From an optimization exercise on the open Yosys and OpenROAD flow, aimed at small area, a short achievable clock period and few clock cycles per item; shortcuts taken in it are not production practice.
At most, simulation tests tie the RTL to the original design; equivalence was not proved.
Power and IR drop assume default switching activity.

== xenon ==
## motor_speed_pid
module motor_speed_pid (
  input  logic                                  clk,
  input  logic                                  rst_n,
  input  logic                                  in_valid,
  output logic                                  in_stall,
  input  logic signed [msp_pkg::SPEED_BITS-1:0] in_speed_command,
  input  logic [msp_pkg::SPEED_BITS-1:0]        in_measured_speed,
  input  logic                                  in_restart,
  output logic                                  out_valid,
  input  logic                                  out_stall,
  output logic                                  out_direction,
  output logic [msp_pkg::DUTY_W-1:0]            out_duty,
  input  logic                                  psel,
  input  logic                                  penable,
  input  logic                                  pwrite,
  input  logic [3:0]                            paddr,
  input  logic [31:0]                           pwdata,
  output logic [31:0]                           prdata,
  output logic                                  pready
);
Settings: LEC_CHECK=0, ABC_AREA=1, ABC_CLOCK_PERIOD_IN_PS=4500, CAP_MARGIN=20, CORE_MARGIN=2, CORE_UTILIZATION=40, SETUP_SLACK_MARGIN=4.5, SLEW_MARGIN=20; clock period 9.0 ns.
run.sh (not shown) runs the stock make flow with config.mk's settings and CLKGATE_MAP_FILE= SYNTH_SCRIPT=/design/flow/synth_recipe.tcl, a recipe that flattens the netlist after the stock synthesis.
xenon went all the way through synthesis, placement and routing and the layout is clean on timing, DRC and antenna.
--- input diff xenon..onyx ---
Settings: ABC_AREA no longer set, was 1.
Compared with xenon, in onyx clock skew down 0.0046 ns; setup slack down 0.80 ns.
Cmp onyx and xenon / synthesized cell count / lower: xenon
Utilization xenon -> onyx: down
First-pass detailed-route iteration total, onyx and xenon: lower on xenon
Global-route usage delta for onyx relative to xenon: 1.3 points higher
Global-route wire length before repair of onyx exceeds that of xenon by more than a quarter.
Function was not checked in any run of this note: the RTL went through the layout flow alone.

---

motor_speed_pid, a different RTL version from the one above (not shown whole).
Size in the first run: roughly 28000 µm² of cells after synthesis.
==> flow/config.mk <==
export PLATFORM = sky130hd
export DESIGN_NAME = motor_speed_pid
export DESIGN_NICKNAME = motor_speed_pid
export VERILOG_FILES = /design/flow/design.v
export SDC_FILE = /design/flow/constraint.sdc
export NUM_CORES = 4
export LEC_CHECK = 0
export ABC_AREA = 1
export ABC_CLOCK_PERIOD_IN_PS = 4500
export CAP_MARGIN = 20
export CORE_MARGIN = 2
export CORE_UTILIZATION = 40
export SETUP_SLACK_MARGIN = 4.5
export SLEW_MARGIN = 20
export TNS_END_PERCENT = 0
==> flow/constraint.sdc <==
create_clock -name core_clock -period 9.0 [get_ports {clk}]
set_input_delay 1.8000 -clock core_clock [delete_from_list [all_inputs] [get_ports {clk}]]
set_output_delay 1.8000 -clock core_clock [all_outputs]
set_load 0.01 [all_outputs]
Testbench counts at the start, summed over its fixed seeds: cycles 16,024, items 16,000.
Change:
==> flow/flow/run.sh (new file) <==
#!/bin/bash
# Layout: the standard flow (standard.sh, unchanged synthesis and steps), with plain
# sky130_fd_sc_hd__buf_2 cells as the input and output port buffers in place of the cell
# buffer_ports picks by default. Every port still gets its own buffer.
set -euo pipefail
export BUFFER_PORTS_ARGS="-buffer_cell sky130_fd_sc_hd__buf_2"
bash standard.sh > standard_flow.log 2>&1
==> flow/standard.sh (new file) <==
#!/bin/bash
# synth_recipe.tcl (not shown) runs the flow's synth.tcl, then flattens the netlist and writes it again
# the make line also repeats each setting of config.mk as NAME=value (left out here)
make -C /OpenROAD-flow-scripts/flow DESIGN_CONFIG=/design/flow/config.mk WORK_HOME=/design/flow/orfs CLKGATE_MAP_FILE= SYNTH_SCRIPT=/design/flow/synth_recipe.tcl "${@:-finish}"
- ABC_CLOCK_PERIOD_IN_PS: 4500 -> not set
- CORE_UTILIZATION: 40 -> 60
- CTS_BUF_LIST: not set -> sky130_fd_sc_hd__clkbuf_8
removed: flow/run.sh
What happened:
- clock skew climbs by 0.016 ns
- worst setup slack loses 0.031 ns
- die area drops by 33%
- cell area drops by 3.9%
- core utilization climbs by 20 points
- clock power drops by about 10%
- routed wire length climbs by 0.41%
- area after synthesis does not change
- power drops by 0.99%
- sequential share of layout area climbs by 0.72 points
- cell count drops by 7.1%

---

06-24:
motor_speed_pid, a different RTL version from the one above (not shown whole).
For scale: ~220 flip-flops, ~120 I/O pins, ~29000 um^2 of cells after synthesis.
Settings: LEC_CHECK=0, ABC_AREA=1, CAP_MARGIN=20, CORE_MARGIN=2, CORE_UTILIZATION=60, CTS_BUF_LIST=sky130_fd_sc_hd__clkbuf_8, SETUP_SLACK_MARGIN=4.5, SLEW_MARGIN=20, TNS_END_PERCENT=0; clock period 9.0 ns.
standard.sh (not shown) runs the stock make flow with config.mk's settings and CLKGATE_MAP_FILE= SYNTH_SCRIPT=/design/flow/synth_recipe.tcl, a recipe that flattens the netlist after the stock synthesis.
==> flow/flow/run.sh <==
#!/bin/bash
# Layout: the standard flow (standard.sh, unchanged synthesis and steps), with plain
# sky130_fd_sc_hd__buf_2 cells as the input and output port buffers in place of the cell
# buffer_ports picks by default. Every port still gets its own buffer.
set -euo pipefail
export BUFFER_PORTS_ARGS="-buffer_cell sky130_fd_sc_hd__buf_2"
bash standard.sh > standard_flow.log 2>&1
06-24 completed; timing, DRC and antenna clean
Testbench counts of 06-24, summed over its fixed seeds: cycles 16,024, items 16,000.
Modified inputs, 11-10 compared to 06-24
Settings: putting CTS_CLUSTER_SIZE at 15 where nothing was set; putting CTS_CLUSTER_DIAMETER at 60 where nothing was set; swapping 60 for 70 in CORE_UTILIZATION.
Wire length on 11-10 is behind 06-24. [11-10 vs 06-24] die width: lower in 11-10. A library cell contributing the largest single delay on the critical path of o221ai_2 is what 11-10 shows, while o221ai_4 belongs to 06-24. On worst setup slack, 11-10 and 06-24 are neck and neck. A worst setup path endpoint of prdata[28] is what 06-24 shows, while prdata[1] belongs to 11-10. Compared to 06-24, 11-10 was floorplanned on a smaller die.

-- static timing again, ports no longer ideal --
Ports are ideal in the flow. The routed layouts listed here were re-timed in OpenROAD.
Step 1, drivers: a clkbuf_16 drives clk and a buf_2 each remaining input, both assumed.
Step 2 moves the port delays by t, midway between the first and last clock arrival at a register: inputs arrive t later, outputs are due t later. That takes back most of the time a late clock gives input paths.
Slacks: no drivers / after step 1 / after step 2; pairs: no drivers / after step 1.
| run | t (ns) | setup WS [ns] | hold WS [ns] | worst data-port slew with drivers (ns) |
|---|---|---|---|---|
| xenon | 0.561 | 2.971 / 2.971 / 2.971 | 0.433 / 0.433 / 0.433 | 0.06 |
| onyx | 0.562 | 2.170 / 2.170 / 2.170 | 0.426 / 0.426 / 0.426 | 0.18 |
| the first run of note 2 | 0.645 | 3.969 / 3.939 / 3.491 | 0.420 / 0.420 / 0.420 | 0.08 |
| the second run of note 2 | 0.684 | 3.939 / 3.918 / 3.330 | 0.424 / 0.424 / 0.424 | 0.07 |
| 06-24 | 0.686 | 4.290 / 4.244 / 3.878 | 0.423 / 0.423 / 0.423 | 0.09 |
| 11-10 | 0.686 | 4.290 / 4.250 / 3.997 | 0.424 / 0.424 / 0.424 | 0.07 |
After both steps every run listed still meets setup and hold. For the second run of note 2, which loses most, drivers alone change the setup slack by -0.021 ns; drivers and shift together by -0.609 ns.
